This is an optimization exercise on Yosys and OpenROAD, whose aim is small area and a short achievable clock period, not a production implementation.
The RTL was checked by simulation tests, not by an equivalence proof against the original design.
Power figures rest on the tool's default switching activity, not on a simulated workload.

==> run E <==
Design barrett_top, start of the top module:
module barrett_top (
  input  logic        clk_i,
  input  logic        rst_ni,
  input  logic        cfg_we_i,
  input  logic [47:0] cfg_i,         
  input  logic        in_valid_i,
  input  logic [35:0] in_i,          
  output logic        out_valid_o,
  output logic [19:0] out_o          
);
==> module barrett_cfg, before the edit <==
module barrett_cfg (
  input  logic        clk_i,
  input  logic        cfg_we_i,
  input  logic [15:0] q_i,
  input  logic [31:0] mu_i,
  output logic [3:0]  s_o,
  output logic [15:0] q_o,
  output logic [8:0]  m1_one_o,
  output logic [8:0]  m1_two_o,
  output logic [7:0]  m1_neg_o,
  output logic [8:0]  m2_one_o,
  output logic [7:0]  m2_two_o,
  output logic [7:0]  m2_neg_o
);
  logic [3:0]  s_calc;
  logic [18:0] mb;    
  logic [18:0] qb;    
  logic [8:0]  m1_one, m1_two, m1_neg, m2_one, m2_two;
  logic       z8, z4h, z4l;
  logic [3:0] t;    
  logic [7:0] u;    
  assign z8  = ~|q_i[15:8];
  assign z4h = ~|q_i[15:12];
  assign z4l = ~|q_i[7:4];
  always_comb begin
    for (int i = 0; i < 4; i++) t[i] = ~|q_i[4*i+3 -: 2];
    for (int i = 0; i < 8; i++) u[i] = ~q_i[2*i+1];
  end
  assign s_calc[3] = z8;
  assign s_calc[2] = z8 ? z4l : z4h;
  assign s_calc[1] = z8 ? (z4l ? t[0] : t[1]) : (z4h ? t[2] : t[3]);
  assign s_calc[0] = z8 ? (z4l ? (t[0] ? u[0] : u[1]) : (t[1] ? u[2] : u[3]))
                        : (z4h ? (t[2] ? u[4] : u[5]) : (t[3] ? u[6] : u[7]));
  assign mb = {1'b0, (mu_i[17] ? 17'h1ffff : mu_i[16:0]), 1'b0};
  assign qb = {2'b00, q_i, 1'b0};
  always_comb begin
    for (int i = 0; i < 9; i++) begin
      m1_one[i] = mb[2*i+1] ^ mb[2*i];
      m1_two[i] = (mb[2*i+2] & ~mb[2*i+1] & ~mb[2*i])
                | (~mb[2*i+2] & mb[2*i+1] & mb[2*i]);
      m1_neg[i] = mb[2*i+2];
      m2_one[i] = qb[2*i+1] ^ qb[2*i];
      m2_two[i] = (qb[2*i+2] & ~qb[2*i+1] & ~qb[2*i])
                | (~qb[2*i+2] & qb[2*i+1] & qb[2*i]);
    end
  end
  always_ff @(posedge clk_i) begin
    if (cfg_we_i) begin
      s_o      <= s_calc;
      q_o      <= q_i;
      m1_one_o <= m1_one;
      m1_two_o <= m1_two;
      m1_neg_o <= m1_neg[7:0];
      m2_one_o <= m2_one;
      m2_two_o <= m2_two[7:0];
    end
  end
  always_comb begin
    for (int i = 0; i < 8; i++) m2_neg_o[i] = ~q_o[2*i+1];
  end
endmodule
make LEC_CHECK=0 CAP_MARGIN=20 CORE_MARGIN=2 CORE_UTILIZATION=65 CTS_BUF_LIST=sky130_fd_sc_hd__clkbuf_4 CTS_CLUSTER_SIZE=40 SETUP_SLACK_MARGIN=4.0 SLEW_MARGIN=20 finish   # period 7.0 ns
run.sh (not shown) runs the stock make flow with config.mk's settings and CLKGATE_MAP_FILE= SYNTH_SCRIPT=/design/flow/synth_recipe.tcl, a recipe that flattens the netlist after the stock synthesis.
==> run P (differences from run E) <==
--- a/flow/design.v
+++ b/flow/design.v
@@ -77,3 +77,3 @@
   assign mb = {1'b0, (mu_i[17] ? 17'h1ffff : mu_i[16:0]), 1'b0};
-  assign qb = {2'b00, q_i, 1'b0};
+  assign qb = {2'b00, q_o, 1'b0};
   always_comb begin
@@ -96,6 +96,8 @@
       m1_neg_o <= m1_neg[7:0];
-      m2_one_o <= m2_one;
-      m2_two_o <= m2_two[7:0];
     end
   end
+  always_ff @(posedge clk_i) begin
+    m2_one_o <= m2_one;
+    m2_two_o <= m2_two[7:0];
+  end
   always_comb begin
==> flow/flow/run.sh (new file) <==
#!/bin/bash
# The standard layout, with plain buf_1 cells (not clkdlybuf4s50_1) as the
# port buffers that ORFS inserts before global placement. make's full output
# goes to standard.log; each ORFS step also keeps its own log under orfs/logs.
set -euo pipefail
export BUFFER_PORTS_ARGS="-buffer_cell sky130_fd_sc_hd__buf_1"
bash standard.sh > standard.log 2>&1
==> flow/standard.sh (new file) <==
#!/bin/bash
# synth_recipe.tcl (not shown) runs the flow's synth.tcl, then flattens the netlist and writes it again
# the make line also repeats each setting of config.mk as NAME=value (left out here)
make -C /OpenROAD-flow-scripts/flow DESIGN_CONFIG=/design/flow/config.mk WORK_HOME=/design/flow/orfs CLKGATE_MAP_FILE= SYNTH_SCRIPT=/design/flow/synth_recipe.tcl "${@:-finish}"
CTS_BUF_LIST = sky130_fd_sc_hd__clkbuf_8   (was sky130_fd_sc_hd__clkbuf_4)
PLACE_DENSITY = 0.75   (was unset)
SETUP_SLACK_MARGIN = 4.25   (was 4.0)
removed: flow/run.sh
==> run Y (differences from run E) <==
--- a/flow/design.v
+++ b/flow/design.v
@@ -77,3 +77,3 @@
   assign mb = {1'b0, (mu_i[17] ? 17'h1ffff : mu_i[16:0]), 1'b0};
-  assign qb = {2'b00, q_i, 1'b0};
+  assign qb = {2'b00, q_o, 1'b0};
   always_comb begin
@@ -96,6 +96,8 @@
       m1_neg_o <= m1_neg[7:0];
-      m2_one_o <= m2_one;
-      m2_two_o <= m2_two[7:0];
     end
   end
+  always_ff @(posedge clk_i) begin
+    m2_one_o <= m2_one;
+    m2_two_o <= m2_two[7:0];
+  end
   always_comb begin
==> flow/flow/run.sh (new file) <==
#!/bin/bash
# The standard layout, with plain buf_1 cells (not clkdlybuf4s50_1) as the
# port buffers that ORFS inserts before global placement. make's full output
# goes to standard.log; each ORFS step also keeps its own log under orfs/logs.
set -euo pipefail
export BUFFER_PORTS_ARGS="-buffer_cell sky130_fd_sc_hd__buf_1"
bash standard.sh > standard.log 2>&1
==> flow/standard.sh (new file) <==
#!/bin/bash
# synth_recipe.tcl (not shown) runs the flow's synth.tcl, then flattens the netlist and writes it again
# the make line also repeats each setting of config.mk as NAME=value (left out here)
make -C /OpenROAD-flow-scripts/flow DESIGN_CONFIG=/design/flow/config.mk WORK_HOME=/design/flow/orfs CLKGATE_MAP_FILE= SYNTH_SCRIPT=/design/flow/synth_recipe.tcl "${@:-finish}"
CTS_BUF_LIST = sky130_fd_sc_hd__clkbuf_8   (was sky130_fd_sc_hd__clkbuf_4)
SETUP_SLACK_MARGIN = 4.1   (was 4.0)
removed: flow/run.sh
==> notes <==
- Run Y went through all stages and came out clean. Run E finished clean. Run P went through all stages and came out clean.
- The highest clock skew belongs to run E, the lowest to run P.
- In run E the utilization is lower than in run P, by 1.3 points.
- The highest via count belongs to run P, the lowest to run Y.
- The lowest power belongs to run E, the highest to run P.

## port drivers added, routing unchanged
How much do the figures lean on ideal ports? The routed layouts below were timed once more, with nothing changed but the port constraints. Step 1: set_driving_cell puts a clkbuf_16 on clk_i and a buf_2 on each other input, an assumption about the parent block. Step 2 times the ports against the registers' clock, not the clock port: input delays grow and output delays shrink by t, the midpoint of the rising clock arrivals with the driver on. Slacks: ideal / step 1 / step 2; pairs: ideal / step 1.
run	t (ns)	slack for setup (ns)	worst hold slack (ns)
run E	0.765	4.029 / 4.029 / 3.325	0.316 / 0.316 / 0.316
run P	0.626	4.047 / 4.047 / 4.047	0.326 / 0.326 / 0.326
run Y	0.619	4.037 / 4.037 / 4.037	0.323 / 0.323 / 0.323
After both steps every run listed still meets setup and hold. For run E, which loses most, drivers alone change the setup slack by 0.000 ns; drivers and shift together by -0.704 ns.
